Source: an optimization exercise on an open RTL-to-GDS flow (aim: small area, a short achievable clock period and few clock cycles). Production flows keep margins and buffers that such runs may drop. No functional check of the RTL was part of any run shown here.

==> flow/design.v (outline; a module is shown in full before it is edited, if it fits) <==
// module fwdkm_seq: 6134 lines
// module fwd_fa: 10 lines
// module fwd_ha: 9 lines
module fwdkm_seq #(
  parameter int unsigned NJ    = 3,
  parameter int unsigned ANG_W = 32,
  parameter int unsigned COS_W = 32,
  parameter int unsigned LEN_W = 16,
  parameter int unsigned ACC_W = 64
) (
  input  logic                 clk,
  input  logic                reset,
  input  logic                in_valid,
  output logic                in_ready,
  input  logic [ANG_W-1:0]    yaw_ang,
  input  logic [NJ*ANG_W-1:0] jnt_ang,
  input  logic [NJ*ANG_W-1:0] jnt_off,
  input  logic [NJ*LEN_W-1:0] link_len,
  input  logic [LEN_W-1:0]    base_h,
  output logic                cos_req_valid,
  input  logic                cos_req_ready,
  output logic [ANG_W-1:0]    cos_req_angle,
  input  logic                cos_rsp_valid,
  input  logic [COS_W-1:0]    cos_rsp_data,
  output logic                out_valid,
  input  logic                out_ready,
  output logic [ACC_W-1:0]    pos_x,
  output logic [ACC_W-1:0]    pos_y,
  output logic [ACC_W-1:0]    pos_z,
  output logic                busy
);
  // ...
==> flow/flow/run.sh <==
#!/bin/bash
set -euo pipefail
bash standard.sh SETUP_SLACK_MARGIN=7 finish > standard_flow.log 2>&1
==> flow/standard.sh <==
#!/bin/bash
# synth_recipe.tcl (not shown) runs the flow's synth.tcl, then flattens the netlist and writes it again
# the make line also repeats each setting of config.mk as NAME=value (left out here)
make -C /OpenROAD-flow-scripts/flow DESIGN_CONFIG=/design/flow/config.mk WORK_HOME=/design/flow/orfs CLKGATE_MAP_FILE= SYNTH_SCRIPT=/design/flow/synth_recipe.tcl "${@:-finish}"
==> flow/config.mk <==
export PLATFORM = sky130hd
export DESIGN_NAME = fwdkm_seq
export DESIGN_NICKNAME = fwdkm_seq
export VERILOG_FILES = /design/flow/design.v
export SDC_FILE = /design/flow/constraint.sdc
export NUM_CORES = 4
export LEC_CHECK = 0
export CAP_MARGIN = 20
export CORE_MARGIN = 2
export CORE_UTILIZATION = 40
export SLEW_MARGIN = 20
export SYNTH_HIERARCHICAL = 1
==> flow/constraint.sdc <==
create_clock -name core_clock -period 13.0 [get_ports {clk}]
set_input_delay 2.6000 -clock core_clock [delete_from_list [all_inputs] [get_ports {clk}]]
set_output_delay 2.6000 -clock core_clock [all_outputs]
set_load 0.01 [all_outputs]
==> run_results.csv, run 1 <==
group,metric,value,unit
clock_tree,clock_sinks,651,
synthesis,yosys.area.top_type,"edfxtp_1",
route,wl_met2,82100,um
synthesis,synth_edf_count,600,
setup_path,crit_top_cell,"fa_2",
setup_path,r2r-end,"x_q[45]",
global_routing,gr-total-overflow,0,
global_routing,use_met3,5.08,%
cells_and_area,areaGrowthSynthToFinish,18.5,%
timing,hold_ws,409,ps
cells_and_area,stdcell_area,69200,um^2
route,vias,42600,
floorplanning,row_count,140,
worst_hold_path,hp-class,"reg -> reg",
cells_and_area,drive_gt1_share,9.87,%
timing,hold_viol,0,
synthesis,ys_types,77,
place,placed_cells,7364,
route,top_layer_used,"met5",
worst_hold_path,hold_end,"ry_q[19]",
timing,fin_crit_sh,47.1,%
place,dpl_cell_area,64600,um^2
clock_tree,cts_hold_buf,0,
setup_path,critPathMaxStageDelay,650,ps
cells_and_area,layout_common_cells,"670 x xnor2_1, 600 x edfxtp_1, 551 x clkdlybuf4s50_1, 503 x a22oi_1, 428 x fa_1",
cells_and_area,n_all_buffers,690,
clock_tree,cts_buffers,78,
place,io_buffers,553,
synthesis,synthAdderAreaFrac,25.6,%
setup_path,critPathTopFamily,"adder cells",
global_routing,grt_util_met1,32.6,%
cells_and_area,largest_cell_class,"multi-input gates",
setup_path,setup.worst_path.start,"l0_q[1]",
status,outcome,"finished clean",
==> run 2: changes to the inputs <==
--- a/flow/design.v
+++ b/flow/design.v
@@ -36,19 +36,18 @@
   logic       outst_q;     
   logic       mac_v_q;     
   logic [2:0] mac_k_q;
   logic       bpend_q;     
   logic       bbusy_q;     
   logic [2:0] bcnt_q;      
   logic       ov_q;        
   logic [31:0]   f0_q, s1_q, s2_q, yw_q, ra_q;
-  logic [15:0]   l0_q, l1_q, l2_q, bh_q;
+  logic [15:0]   l1_q, l2_q, bh_q;
   logic [31:0]   creg_q, c6_q, c7_q;
-  logic          c6p_q, c7p_q;
   logic [RW-1:0] x_q, y_q, ry_q, py_q;
   logic [ZW-1:0] pz_q, px_q;
   logic accept, req_fire, ans;
   logic [2:0] rsp_k;
   logic gate;
   logic [31:0] abase;
   assign in_ready = !occ_q;
   assign busy     = occ_q;
@@ -94,35 +93,44 @@
     if (accept) begin
       f0_q <= jnt_off[31:0]  + jnt_ang[31:0];
       s1_q <= jnt_off[63:32] + jnt_ang[63:32];
       s2_q <= jnt_off[95:64] + jnt_ang[95:64];
       yw_q <= yaw_ang;
       bh_q <= base_h;
     end
     if (accept) begin
-      l0_q <= link_len[15:0];
       l1_q <= link_len[31:16];
       l2_q <= link_len[47:32];
     end else if (mac_v_q && (mac_k_q == 3'd1 || mac_k_q == 3'd3)) begin
-      l0_q <= l1_q;
       l1_q <= l2_q;
     end
     if (req_fire && q_q[0] && q_q != 3'd7)
       ra_q <= (q_q == 3'd5) ? yw_q : abase + (q_q[1] ? s2_q : s1_q);
     creg_q <= cos_rsp_data;
   end
-  logic [8:0]    bm_one, bm_two, bm_neg;
-  logic [17:0]   lx;
-  assign lx = {1'b0, l0_q, 1'b0};
+  logic [8:0]  bm_one;
+  logic [7:0]  bm_two, bm_neg;
+  logic [15:0] lnext;
+  logic [8:0]  bn_one, bn_two, bn_neg;
+  assign lnext = accept ? link_len[15:0] : l1_q;
   always_comb begin
+    logic [17:0] lx;
+    lx = {1'b0, lnext, 1'b0};
     for (int j = 0; j < 9; j++) begin
-      bm_one[j] = lx[2*j+1] ^ lx[2*j];
-      bm_two[j] = (lx[2*j+2] & ~lx[2*j+1] & ~lx[2*j]) | (~lx[2*j+2] & lx[2*j+1] & lx[2*j]);
-      bm_neg[j] = lx[2*j+2] & ~(lx[2*j+1] & lx[2*j]);
+      bn_one[j] = lx[2*j+1] ^ lx[2*j];
+      bn_two[j] = (lx[2*j+2] & ~lx[2*j+1] & ~lx[2*j]) | (~lx[2*j+2] & lx[2*j+1] & lx[2*j]);
+      bn_neg[j] = lx[2*j+2] & ~(lx[2*j+1] & lx[2*j]);
+    end
+  end
+  always_ff @(posedge clk) begin
+    if (accept || (mac_v_q && (mac_k_q == 3'd1 || mac_k_q == 3'd3))) begin
+      bm_one <= bn_one;
+      bm_two <= bn_two[7:0];
+      bm_neg <= bn_neg[7:0];
     end
   end
   logic [RW-1:0] acc_in, mac_sum;
   always_comb begin
     if (mac_k_q == 3'd0)      acc_in = '0;
     else if (mac_k_q == 3'd1) acc_in = {4'd0, bh_q, 30'd0};
     else                      acc_in = y_q;
   end
@@ -136,26 +144,27 @@
   assign ans6     = ans && rsp_k == 3'd6;
   assign ans7     = ans && rsp_k == 3'd7;
   assign pos_free = !bbusy_q && (!ov_q || out_ready);
   assign bstart   = (ans7 || bpend_q) && pos_free;
   assign blast    = (bcnt_q == 3'd5);
   assign first    = (bcnt_q == 3'd0);
   logic [2:0] yz_one, yz_two, yz_neg, yx_one, yx_two, yx_neg;
   logic [6:0] wz, wx;
-  assign wz = {c6_q[5:0], c6p_q};
-  assign wx = {c7_q[5:0], c7p_q};
+  logic [2:0] nz_one, nz_two, nz_neg, nx_one, nx_two, nx_neg;
+  assign wz = ans6 ? {cos_rsp_data[5:0], 1'b0} : c6_q[11:5];
+  assign wx = ans7 ? {cos_rsp_data[5:0], 1'b0} : c7_q[11:5];
   always_comb begin
     for (int j = 0; j < 3; j++) begin
-      yz_one[j] = wz[2*j+1] ^ wz[2*j];
-      yz_two[j] = (wz[2*j+2] & ~wz[2*j+1] & ~wz[2*j]) | (~wz[2*j+2] & wz[2*j+1] & wz[2*j]);
-      yz_neg[j] = wz[2*j+2] & ~(wz[2*j+1] & wz[2*j]);
-      yx_one[j] = wx[2*j+1] ^ wx[2*j];
-      yx_two[j] = (wx[2*j+2] & ~wx[2*j+1] & ~wx[2*j]) | (~wx[2*j+2] & wx[2*j+1] & wx[2*j]);
-      yx_neg[j] = wx[2*j+2] & ~(wx[2*j+1] & wx[2*j]);
+      nz_one[j] = wz[2*j+1] ^ wz[2*j];
+      nz_two[j] = (wz[2*j+2] & ~wz[2*j+1] & ~wz[2*j]) | (~wz[2*j+2] & wz[2*j+1] & wz[2*j]);
+      nz_neg[j] = wz[2*j+2] & ~(wz[2*j+1] & wz[2*j]);
+      nx_one[j] = wx[2*j+1] ^ wx[2*j];
+      nx_two[j] = (wx[2*j+2] & ~wx[2*j+1] & ~wx[2*j]) | (~wx[2*j+2] & wx[2*j+1] & wx[2*j]);
+      nx_neg[j] = wx[2*j+2] & ~(wx[2*j+1] & wx[2*j]);
     end
   end
   logic [ZW-1:0] yz_sum, yx_sum;
   always_ff @(posedge clk or posedge reset) begin
     if (reset) begin
       bpend_q <= 1'b0;
       bbusy_q <= 1'b0;
       bcnt_q  <= '0;
@@ -170,31 +179,29 @@
         bcnt_q <= bcnt_q + 3'd1;
         if (blast) bbusy_q <= 1'b0;
       end
       if (bbusy_q && blast)       ov_q <= 1'b1;
       else if (ov_q && out_ready) ov_q <= 1'b0;
     end
   end
   always_ff @(posedge clk) begin
-    if (ans6) begin
-      c6_q  <= cos_rsp_data;
-      c6p_q <= 1'b0;
-    end else if (bbusy_q) begin
-      c6_q  <= {{6{c6_q[31]}}, c6_q[31:6]};
-      c6p_q <= c6_q[5];
-    end
-    if (ans7) begin
-      c7_q  <= cos_rsp_data;
-      c7p_q <= 1'b0;
-      ry_q  <= y_q;
-    end else if (bbusy_q) begin
-      c7_q  <= {{6{c7_q[31]}}, c7_q[31:6]};
-      c7p_q <= c7_q[5];
+    if (ans6 || bbusy_q) begin
+      c6_q   <= ans6 ? cos_rsp_data : {{6{c6_q[31]}}, c6_q[31:6]};
+      yz_one <= nz_one;
+      yz_two <= nz_two;
+      yz_neg <= nz_neg;
+    end
+    if (ans7 || bbusy_q) begin
+      c7_q   <= ans7 ? cos_rsp_data : {{6{c7_q[31]}}, c7_q[31:6]};
+      yx_one <= nx_one;
+      yx_two <= nx_two;
+      yx_neg <= nx_neg;
     end
+    if (ans7) ry_q <= y_q;
     if (bstart) py_q <= x_q;
     if (bbusy_q) begin
       pz_q <= yz_sum;
       px_q <= yx_sum;
     end
   end
   assign out_valid = ov_q;
   assign pos_x = {{(ACC_W-PW){px_q[PW-1]}}, px_q[PW-1:0]};
==> flow/run.sh (new file) <==
#!/bin/bash
# synth_recipe.tcl (not shown) runs the flow's synth.tcl, then flattens the netlist and writes it again
# the make line also repeats each setting of config.mk as NAME=value (left out here)
make -C /OpenROAD-flow-scripts/flow DESIGN_CONFIG=/design/flow/config.mk WORK_HOME=/design/flow/orfs CLKGATE_MAP_FILE= SYNTH_SCRIPT=/design/flow/synth_recipe.tcl finish
removed: flow/flow/run.sh
removed: flow/standard.sh
==> run 2 against run 1 <==
  * Global-route usage decreased by 0.85 points
  * Register-to-register slack got worse by 950 ps
  * Still clean
  * Largest cell class unchanged
  * Hold slack improved by 28 ps
  * Highest routed layer unchanged
  * Design area decreased by 2.3%
  * Critical path type unchanged
  * Worst setup slack got worse by 950 ps
  * Die area increased by 0.35%
  * Fmax decreased by 13%
  * Sequential share of layout area increased by 1.3 points
  * Via count decreased by 1.8%
  * Flip-flop and latch count increased by 15
  * First-iteration DRC count decreased by 3.7%
  * Area after synthesis increased by 0.35%
==> run_results.csv, run 2 <==
group,metric,value,unit
status,outcome,"finished clean",
clock_tree,cts.clk_slew.worst_paths,60,ps
synthesis,synth_area_leaders,"edfxtp_1 32%, fa_1 16%, xnor2_1 11%",
synthesis,ys_seq_elements,666,
clock_tree,clk_path_buf_depth,3,
timing,finalCriticalPeriod,7070,ps
synthesis,async_flop_share,2.55,%
timing,rsz0062_at_grt,"no",
cells_and_area,layout_common_cells,"715 x xnor2_1, 617 x edfxtp_1, 553 x clkdlybuf4s50_1, 545 x a22oi_1, 473 x fa_1",
place,io_buffers,553,
clock_tree,post_cts_resized,0,
floorplanning,ios,554,
synthesis,synth_area,58500,um^2
timing,tightest_slew,1060,ps
synthesis,syn_area_per_cell,11.1,um^2
route,wl_per_cell,23.2,um
timing,tns,0,ps
synthesis,postSynthCellCount,5287,
cells_and_area,final_cells,7492,
place,gp_congestion,0.900,
floorplanning,fp.dieH,387,um
floorplanning,die_x,387,um
global_routing,use_met3,4.39,%
synthesis,synth_edf_count,617,
timing,clock_skew,41.1,ps
timing,setup_viol,0,
clock_tree,cts_hold_buf,0,
setup_path,critPathMaxStageDelay,660,ps
setup_path,crit_top_cell,"fa_1",
synthesis,yosysWarnings,10,
setup_path,critPathTopFamily,"adder cells",
global_routing,antenna_found_initial,32,
global_routing,grt_util_met1,30.5,%
cells_and_area,fillers,13300,
global_routing,grt_pass1_wl,264000,um
synthesis,yosysSeqAreaShare,33.5,%
timing,hold_viol,0,
setup_path,crit_type,"reg -> reg",
setup_path,ff2ff_setup_slack,5930,ps
timing,drv_slew,0,
route,drtIter0Drc,3432,
setup_path,path_max_fanout,17,
clock_tree,cts_setup_buffers,0,
route,route.detailed.drc,0,
setup_path,path_buf_inv,1,
route,vias,41800,
global_routing,gr-total-overflow,0,
global_routing,gr-usage-all-layers,23.0,%
setup_path,cp.required,13460,ps
route,routed_via_density,5.58,
setup_path,critPathCaptureType,"flop",
place,placed_cells,7327,
timing,fin_crit_sh,54.4,%
floorplanning,row_count,140,
cells_and_area,final_nets,6728,
setup_path,crit_slowest_cell,"edfxtp_1",
cells_and_area,multiInputGateArea,36000,um^2
timing,fmax,141,MHz
floorplanning,core,146000,um^2
route,postRouteAntennaNets,0,
setup_path,cp_cell_sequence,"buf_4 > o21ai_0 > xor2_1 > fa_1 > fa_1 > fa_1 > fa_1 > fa_1 > ha_1 > a21o_1 > a21o_1 > a2111oi_0 > nor3_1 > a21o_1 > a21oi_1 > o21ai_0 > or3_1 > a31o_2 > a32o_1 > o31ai_2 > xnor2_1",
place,hpwl,129000,um
setup_path,startpoint_type,"flop",
route,drtPass1Iterations,7,
cells_and_area,reg_top3,"px_q (56), pz_q (56)",
synthesis,ys_types,74,
cells_and_area,areaGrowthSynthToFinish,15.4,%
cells_and_area,regArea,19600,um^2
synthesis,synthMostInstantiatedCell,"xnor2_1",
clock_tree,cts_max_level,3,
route,drt-total-wl,174000,um
synthesis,yosys.area.top_type,"edfxtp_1",
clock_tree,clock_sinks,666,
global_routing,grt_util_met2,38.0,%
timing,slew-limit-headroom,27.2,%
synthesis,synth_common_cells,"715 x xnor2_1, 617 x edfxtp_1, 545 x a22oi_1",
global_routing,grt_max_degree,143,
global_routing,grt_pass1_vias,42300,
setup_path,cp.arrival,7530,ps
cells_and_area,drive_gt1_share,5.90,%
global_routing,grt.busiest_layer,"met2",
floorplanning,start_util,40.2,%
clock_tree,cts_buffers,82,
synthesis,synthFlopType,"edfxtp_1",
synthesis,syn_nets,6521,
cells_and_area,final_common_cell,"xnor2_1",
clock_tree,cts_tree,"yes",
clock_tree,root_buffer,"clkbuf_16",
clock_tree,clock_latency,730,ps
worst_hold_path,hp-class,"reg -> reg",
synthesis,netlist.area_leader.share,31.6,%
floorplanning,die_area,149000,um^2
flow_run,maxCapViolations,0,
-- run 2: cell count changes after synthesis, sizes merged, moves of 17 or more --
cell and delta:
nand3 +22, o21ai -29, nand2 -49, edfxtp +17, a22oi +36, buf +44
clkbuf -31, xnor2 +39, nand2b -21, a21oi -17, mux2i +31
-- run 2: through the flow --
step	worst slack, ps	utilization (%)	hold WS (ps)	area (um^2)
after global placement	6050	44.4	429	64700
after CTS	5960	46.4	436	67500
final	5930	46.4	437	67600
after global routing	5540	46.4	451	67500
after floorplan	3380	-	417	58500
after detailed placement	6020	44.4	425	64700
-- run 2: cell families after synthesis --
group,share of synthesized area [%]
and+or+nand+nor,7.77
AOI/OAI and AO/OA,13.7
adders and majority gates,25.5
muxes,2.25
xor gates and xnor gates,12.1
DFF,33.5
buffers and inverters,5.18
-- run 2: layout make-up --
cell class,count,share of cell area (%)
multi-input cells,3955,53.2
flip-flops and latches,666,29.0
repair buffers,632,9.09
well taps,1917,3.55
clock buffers,99,3.19
clock inverters,51,0.974
inverters,157,0.874
diodes,15,0.0556
-- run 2: Yosys stat by module, one instance, submodules excluded --
module	times used	cells
fwd_fa	451	1
fwd_ha	123	1
fwdkm_seq	1	4713
-- run 2: path summary, 6_finish.rpt --
check / startpoint / endpoint / cells after the start
min in group asynchronous: reset / outst_q / 2
worst min-delay path: y_q[48] / ry_q[48] / 0
worst max register to register: bm_two[0] / x_q[49] / 21
worst min register to register: y_q[48] / ry_q[48] / 0
max in group asynchronous: reset / bbusy_q / 2
worst max-delay path: bm_two[0] / x_q[49] / 21
-- run 2: layer usage --
metal,vias up,part of all wire [%]
met4,10,2.8
met5,-,0.041
met3,272,7.0
met1,21000,43
li1,19000,-
met2,1549,48
==> run 3: changes to the inputs <==
==> flow/flow/run.sh (new file) <==
#!/bin/bash
set -euo pipefail
bash standard.sh SETUP_SLACK_MARGIN=7.5 finish > standard_flow.log 2>&1
==> flow/standard.sh (new file) <==
#!/bin/bash
# synth_recipe.tcl (not shown) runs the flow's synth.tcl, then flattens the netlist and writes it again
# the make line also repeats each setting of config.mk as NAME=value (left out here)
make -C /OpenROAD-flow-scripts/flow DESIGN_CONFIG=/design/flow/config.mk WORK_HOME=/design/flow/orfs CLKGATE_MAP_FILE= SYNTH_SCRIPT=/design/flow/synth_recipe.tcl "${@:-finish}"
removed: flow/run.sh
==> run 3 against run 2 <==
  * Still clean
  * Register-to-register slack better by 840 ps
  * Core utilization up 1.9 points
  * Design area up 4.0%
  * Critical path depth up 1
  * Hold slack better by 7.6 ps
  * Synthesized cell count is the same
  * Worst setup slack improved by 840 ps
  * First-iteration DRC count down 15%
  * Routed wire length is 5.3% higher
  * Via count is 2.1% higher
==> run_results.csv, run 3 <==
group,metric,value,unit
status,outcome,"finished clean",
synthesis,synth_common_cells,"715 x xnor2_1, 617 x edfxtp_1, 545 x a22oi_1",
synthesis,ys_seq_elements,666,
setup_path,cp.required,13450,ps
floorplanning,die_x,387,um
route,drtIter0Drc,2926,
synthesis,netlist.area_leader.share,31.6,%
timing,rsz0062_at_grt,"yes",
setup_path,startpoint_type,"flop",
cells_and_area,areaGrowthSynthToFinish,20.0,%
clock_tree,cts_tree,"yes",
synthesis,synthMostInstantiatedCell,"xnor2_1",
clock_tree,cts.clk_slew.worst_paths,60,ps
cells_and_area,final_nets,6820,
synthesis,syn_nets,6521,
worst_hold_path,min_from,"y_q[47]",
cells_and_area,layout_common_cells,"712 x xnor2_1, 617 x edfxtp_1, 546 x clkdlybuf4s50_1, 531 x a22oi_1, 429 x fa_1",
timing,slew-limit-headroom,33.7,%
floorplanning,start_util,40.2,%
synthesis,synth_area_leaders,"edfxtp_1 32%, fa_1 16%, xnor2_1 11%",
timing,setup_viol,0,
floorplanning,fp.dieH,387,um
timing,tightest_slew,994,ps
cells_and_area,reg_top3,"px_q (56), pz_q (56)",
route,drtPass1Iterations,6,
synthesis,yosys.area.top_type,"edfxtp_1",
setup_path,cp.arrival,6680,ps
synthesis,postSynthCellCount,5287,
global_routing,gr-usage-all-layers,24.0,%
floorplanning,die_area,149000,um^2
timing,hold_ws,445,ps
timing,tns,0,ps
worst_hold_path,hp-class,"reg -> reg",
timing,finalCriticalPeriod,6230,ps
global_routing,grt_pass1_vias,44000,
synthesis,yosysSeqAreaShare,33.5,%
global_routing,antenna_found_initial,33,
route,wl_per_cell,24.1,um
setup_path,critPathCaptureType,"flop",
route,routed_via_density,5.63,
timing,drv_slew,0,
clock_tree,clock_sinks,666,
route,route.detailed.drc,0,
floorplanning,core,146000,um^2
route,vias,42700,
floorplanning,row_count,140,
global_routing,grt_max_degree,74,
clock_tree,root_buffer,"clkbuf_16",
setup_path,path_max_fanout,6,
synthesis,syn_area_per_cell,11.1,um^2
place,dpl_cell_area,64900,um^2
clock_tree,cts_hold_buf,0,
timing,fin_crit_sh,47.9,%
floorplanning,ios,554,
synthesis,synth_area,58500,um^2
clock_tree,cts_buffers,82,
route,postRouteAntennaNets,0,
setup_path,setup.worst_path.start,"mac_k_q[2]",
synthesis,synthFlopType,"edfxtp_1",
clock_tree,cts_max_level,3,
timing,hold_viol,0,
place,gp_congestion,0.901,
clock_tree,clock_latency,710,ps
setup_path,r2r_start,"mac_k_q[2]",
clock_tree,clk_path_buf_depth,3,
place,io_buffers,553,
synthesis,async_flop_share,2.55,%
setup_path,crit_type,"reg -> reg",
cells_and_area,stdcell_area,70200,um^2
global_routing,grt_pass1_wl,275000,um
timing,clock_skew,50.2,ps
global_routing,gr-total-overflow,0,
synthesis,yosysWarnings,10,
synthesis,synth_edf_count,617,
cells_and_area,final_common_cell,"xnor2_1",
cells_and_area,drive_gt1_share,11.6,%
place,hpwl,130000,um
route,drt-total-wl,183000,um
timing,fmax,161,MHz
flow_run,maxCapViolations,0,
synthesis,ys_types,74,
-- run 3: worst paths after layout --
kind / end / cells past startpoint / slack (ps)
min in group asynchronous: bcnt_q[0] / 2 / 2350
hold / removal: ry_q[47] / 0 / 440
max in group asynchronous: mac_v_q / 2 / 10030
setup / recovery: x_q[48] / 22 / 6770
setup reg to reg: x_q[48] / 22 / 6770
hold reg to reg: ry_q[47] / 0 / 440
-- run 3: cells by family after synthesis --
| group | synth area share (%) |
|---|---|
| XOR/XNOR | 12.1 |
| AND/OR/NAND/NOR | 7.77 |
| AO/OA/AOI/OAI | 13.7 |
| adder cells (fa/ha/maj) | 25.5 |
| flip-flops | 33.5 |
| buffers and inverters | 5.18 |
| multiplexers | 2.25 |
-- run 3: layout make-up --
class | count | area [um^2]
clock inverter | 44 | 577
fill | 13100 | 75300
timing repair buffer | 720 | 7380
sequential | 666 | 19600
inverter | 157 | 591
clock buffer | 108 | 2220
antenna | 12 | 30.0
multi-input combinational | 3959 | 37400
tap | 1917 | 2400
-- run 3: metrics by stage --
| step | cells | setup WS [ps] | utilization (%) |
|---|---|---|---|
| after CTS | 7541 | 6770 | 47.6 |
| after global placement | 7333 | 6210 | 44.6 |
| after detailed placement | 7333 | 6210 | 44.6 |
| final | 7583 | 6770 | 48.3 |
| after global routing | 7581 | 6610 | 48.3 |
| after floorplan | 5287 | 5910 | - |
-- run 3: layer usage --
metal / global-route usage [%] / vias to the layer above / part of all wire, %
met2: 40.0 / 1691 / 48
met4: 8.34 / 18 / 3.5
met1: 30.6 / 21400 / 41
met5: 0 / - / 0.066
met3: 5.46 / 380 / 7.8
li1: - / 19200 / -
-- run 3: what timing repair did --
| action | CTS | global route |
|---|---|---|
| setup endpoints to repair | 181 | 122 |
| hold endpoints to repair | 0 | 0 |
| pin swaps | 56 | 67 |
| resized for setup | 217 | 158 |
| gates cloned | 12 | 1 |
| setup buffers | 44 | 28 |
-- run 3: worst max-delay path, stage by stage (launching register included) --
cell,delay [ps]
dfrtp_2,460
buf_12,150
or2_4,320
nand2_2,80
nand2_2,50
fa_2,540
fa_2,440
fa_2,350
fa_2,560
fa_2,470
ha_4,180
a21o_1,150
a21o_1,190
a2111oi_4,300
nor3_2,90
a21o_1,180
a21oi_2,130
o21ai_1,100
or3_1,330
a31o_4,240
a32o_2,330
o22a_1,190
xor2_1,140
-- run 3: modules after synthesis, one instance, submodules excluded --
module | cells | flops+latches
fwdkm_seq | 4713 | 666
fwd_ha | 1 | 0
fwd_fa | 1 | 0

[separate check: timing with driven ports]
The results above use ideal ports. As a check the final layouts listed here were re-extracted and re-timed, cells and wires unchanged.
Step 1: set_driving_cell puts a clkbuf_16 on clk and a buf_2 on each other input, an assumption about the parent block.
Step 2 times the ports against the registers' clock, not the clock port: input delays grow and output delays shrink by t, the midpoint of the rising clock arrivals with the driver on.
Three values: ideal ports, drivers, drivers and shift; two values: the first two.
run | t, ns | slack for setup (ns) | worst setup path at the end | worst data-port slew with drivers (ns)
run 1 | 0.768 | 6.872 / 6.872 / 6.582 | input to register | 0.18
run 2 | 0.776 | 5.926 / 5.926 / 5.926 | register to register | 0.17
run 3 | 0.769 | 6.770 / 6.770 / 6.770 | register to register | 0.16
After both steps every run listed still meets setup and hold. The setup slack of run 1, which loses most, moves by 0.000 ns with the drivers and by -0.290 ns with both steps.
